Source: an optimization exercise on an open RTL-to-GDS flow (aim: small area, a short achievable clock period and few clock cycles per item). Production flows keep margins and buffers that such runs may drop.
In this exercise RTL edits were held to simulation tests only and were not proved equivalent to the original.
Power figures rest on the tool's default switching activity, not on a simulated workload.

alpha:
==> flow/design.v (excerpt) <==
module poolReluPE (
  input logic clock,
  input logic reset,
  input logic inValid,
  input logic [7:0] inData,
  output logic inCredit,
  output logic outValid,
  output logic [7:0] outData,
  input logic outCreditReturn
);
Settings: LEC_CHECK=0, CAP_MARGIN=20, CORE_MARGIN=2, CORE_UTILIZATION=40, SLEW_MARGIN=20; clock period 15.0 ns.
run.sh (not shown) runs the stock make flow with config.mk's settings and CLKGATE_MAP_FILE= SYNTH_SCRIPT=/design/flow/synth_recipe.tcl, a recipe that flattens the netlist after the stock synthesis.
Having completed the whole flow, alpha delivered a layout that passed the timing, design-rule and antenna checks.
Testbench counts of alpha, summed over its fixed seeds: cycles 9,996, outputs 4,525.
Changes in beta relative to alpha:
==> flow/flow/run.sh (new file) <==
#!/bin/bash
# Standard layout, with repair_timing asked to leave extra setup slack so the
# layout runs faster than the 15 ns the clock allows (the SDC is unchanged).
set -euo pipefail
bash standard.sh SETUP_SLACK_MARGIN=11 finish > standard_flow.log 2>&1
==> flow/standard.sh (new file) <==
#!/bin/bash
# synth_recipe.tcl (not shown) runs the flow's synth.tcl, then flattens the netlist and writes it again
# the make line also repeats each setting of config.mk as NAME=value (left out here)
make -C /OpenROAD-flow-scripts/flow DESIGN_CONFIG=/design/flow/config.mk WORK_HOME=/design/flow/orfs CLKGATE_MAP_FILE= SYNTH_SCRIPT=/design/flow/synth_recipe.tcl "${@:-finish}"
--- a/flow/config.mk
+++ b/flow/config.mk
@@ -10,0 +11,2 @@
+export CTS_CLUSTER_DIAMETER = 60
+export CTS_CLUSTER_SIZE = 28
removed: flow/run.sh
==> comparison <==
- Compared with alpha, beta shows endpoint arrival time on the critical path lower by 0.55 ns.
- From alpha to beta the numbers moved as follows: worst setup slack went up by 0.55 ns, final cell area excluding filler cells now smaller, number of optimization iterations in the first detailed-route pass dropped 1.
--- input diff beta..gamma ---
==> flow/run.sh (new file) <==
#!/bin/bash
# synth_recipe.tcl (not shown) runs the flow's synth.tcl, then flattens the netlist and writes it again
# the make line also repeats each setting of config.mk as NAME=value (left out here)
make -C /OpenROAD-flow-scripts/flow DESIGN_CONFIG=/design/flow/config.mk WORK_HOME=/design/flow/orfs CLKGATE_MAP_FILE= SYNTH_SCRIPT=/design/flow/synth_recipe.tcl finish
--- a/flow/config.mk
+++ b/flow/config.mk
@@ -8 +8 @@
-export CAP_MARGIN = 20
+export CAP_MARGIN = 50
@@ -11,3 +11 @@
-export CTS_CLUSTER_DIAMETER = 60
-export CTS_CLUSTER_SIZE = 28
-export SLEW_MARGIN = 20
+export SLEW_MARGIN = 70
removed: flow/flow/run.sh
removed: flow/standard.sh
gamma and beta ended up with roughly the same met1 wire length. gamma ran to completion and came out clean on the timing, design-rule and antenna checks. gamma gives less number of fill cells than beta did. Sum of negative setup slack essentially unchanged between beta and gamma. In gamma, slew at the pin with the worst max-slew slack is lower than in beta. beta -> gamma: starting density of the core delta 0, exact match. For overall power, dividing the value from beta by the value from gamma gives 0.923.

========
## P
Starting RTL as in the previous note.
Settings: LEC_CHECK=0, CAP_MARGIN=20, CORE_MARGIN=2, CORE_UTILIZATION=65, PLACE_DENSITY=0.75, SLEW_MARGIN=20; clock period 15.0 ns.
standard.sh (not shown) runs the stock make flow with config.mk's settings and CLKGATE_MAP_FILE= SYNTH_SCRIPT=/design/flow/synth_recipe.tcl, a recipe that flattens the netlist after the stock synthesis.
==> flow/flow/run.sh <==
#!/bin/bash
# Standard layout, with repair_timing asked to leave extra setup slack so the
# layout runs faster than the 15 ns the clock allows (the SDC is unchanged).
set -euo pipefail
bash standard.sh SETUP_SLACK_MARGIN=11 finish > standard_flow.log 2>&1
Testbench counts of P, summed over its fixed seeds: cycles 9,996, outputs 4,525.
### P -> Q
Settings: clearing PLACE_DENSITY, which used to be 0.75; swapping 65 for 40 in CORE_UTILIZATION.
[summary]
No stage failed in Q, and the final checks on the layout all came back clean.
P → Q: fraction of final layout cells with drive strength greater than 1 lost 0.24 points; worst setup slack fell by 0.050 ns.
Q ends up with a placeable core region that is about 64% higher than in P.

## re-timing with driven ports
The flow's constraints put no driver on any port. The routed layouts listed below were extracted and timed again, unchanged, in two steps. Step 1 sets driving cells, clkbuf_16 on the clock port and buf_2 on the other inputs (assumed; they add their load-dependent delay and slew). Step 2, shift: input delay + t, output delay - t, t = (earliest + latest rising clock arrival at the registers) / 2. This alone moves slack from input paths to output paths. Slacks: ideal ports / drivers / drivers and shift; pairs: ideal ports / drivers.
| run | t, ns | setup slack, ns | slew at the worst register clock pin (ns) |
|---|---|---|---|
| alpha | 0.701 | 10.301 / 10.235 / 10.355 | 0.07 / 0.07 |
| beta | 0.708 | 10.851 / 10.782 / 10.455 | 0.10 / 0.10 |
| gamma | 0.691 | 10.353 / 10.285 / 10.451 | 0.06 / 0.06 |
| P | 0.686 | 10.901 / 10.840 / 10.455 | 0.07 / 0.07 |
| Q | 0.699 | 10.851 / 10.781 / 10.447 | 0.06 / 0.06 |
After both steps setup and hold are still met in every run listed. The setup slack of P, which loses most, moves by -0.061 ns with the drivers and by -0.446 ns with both steps.
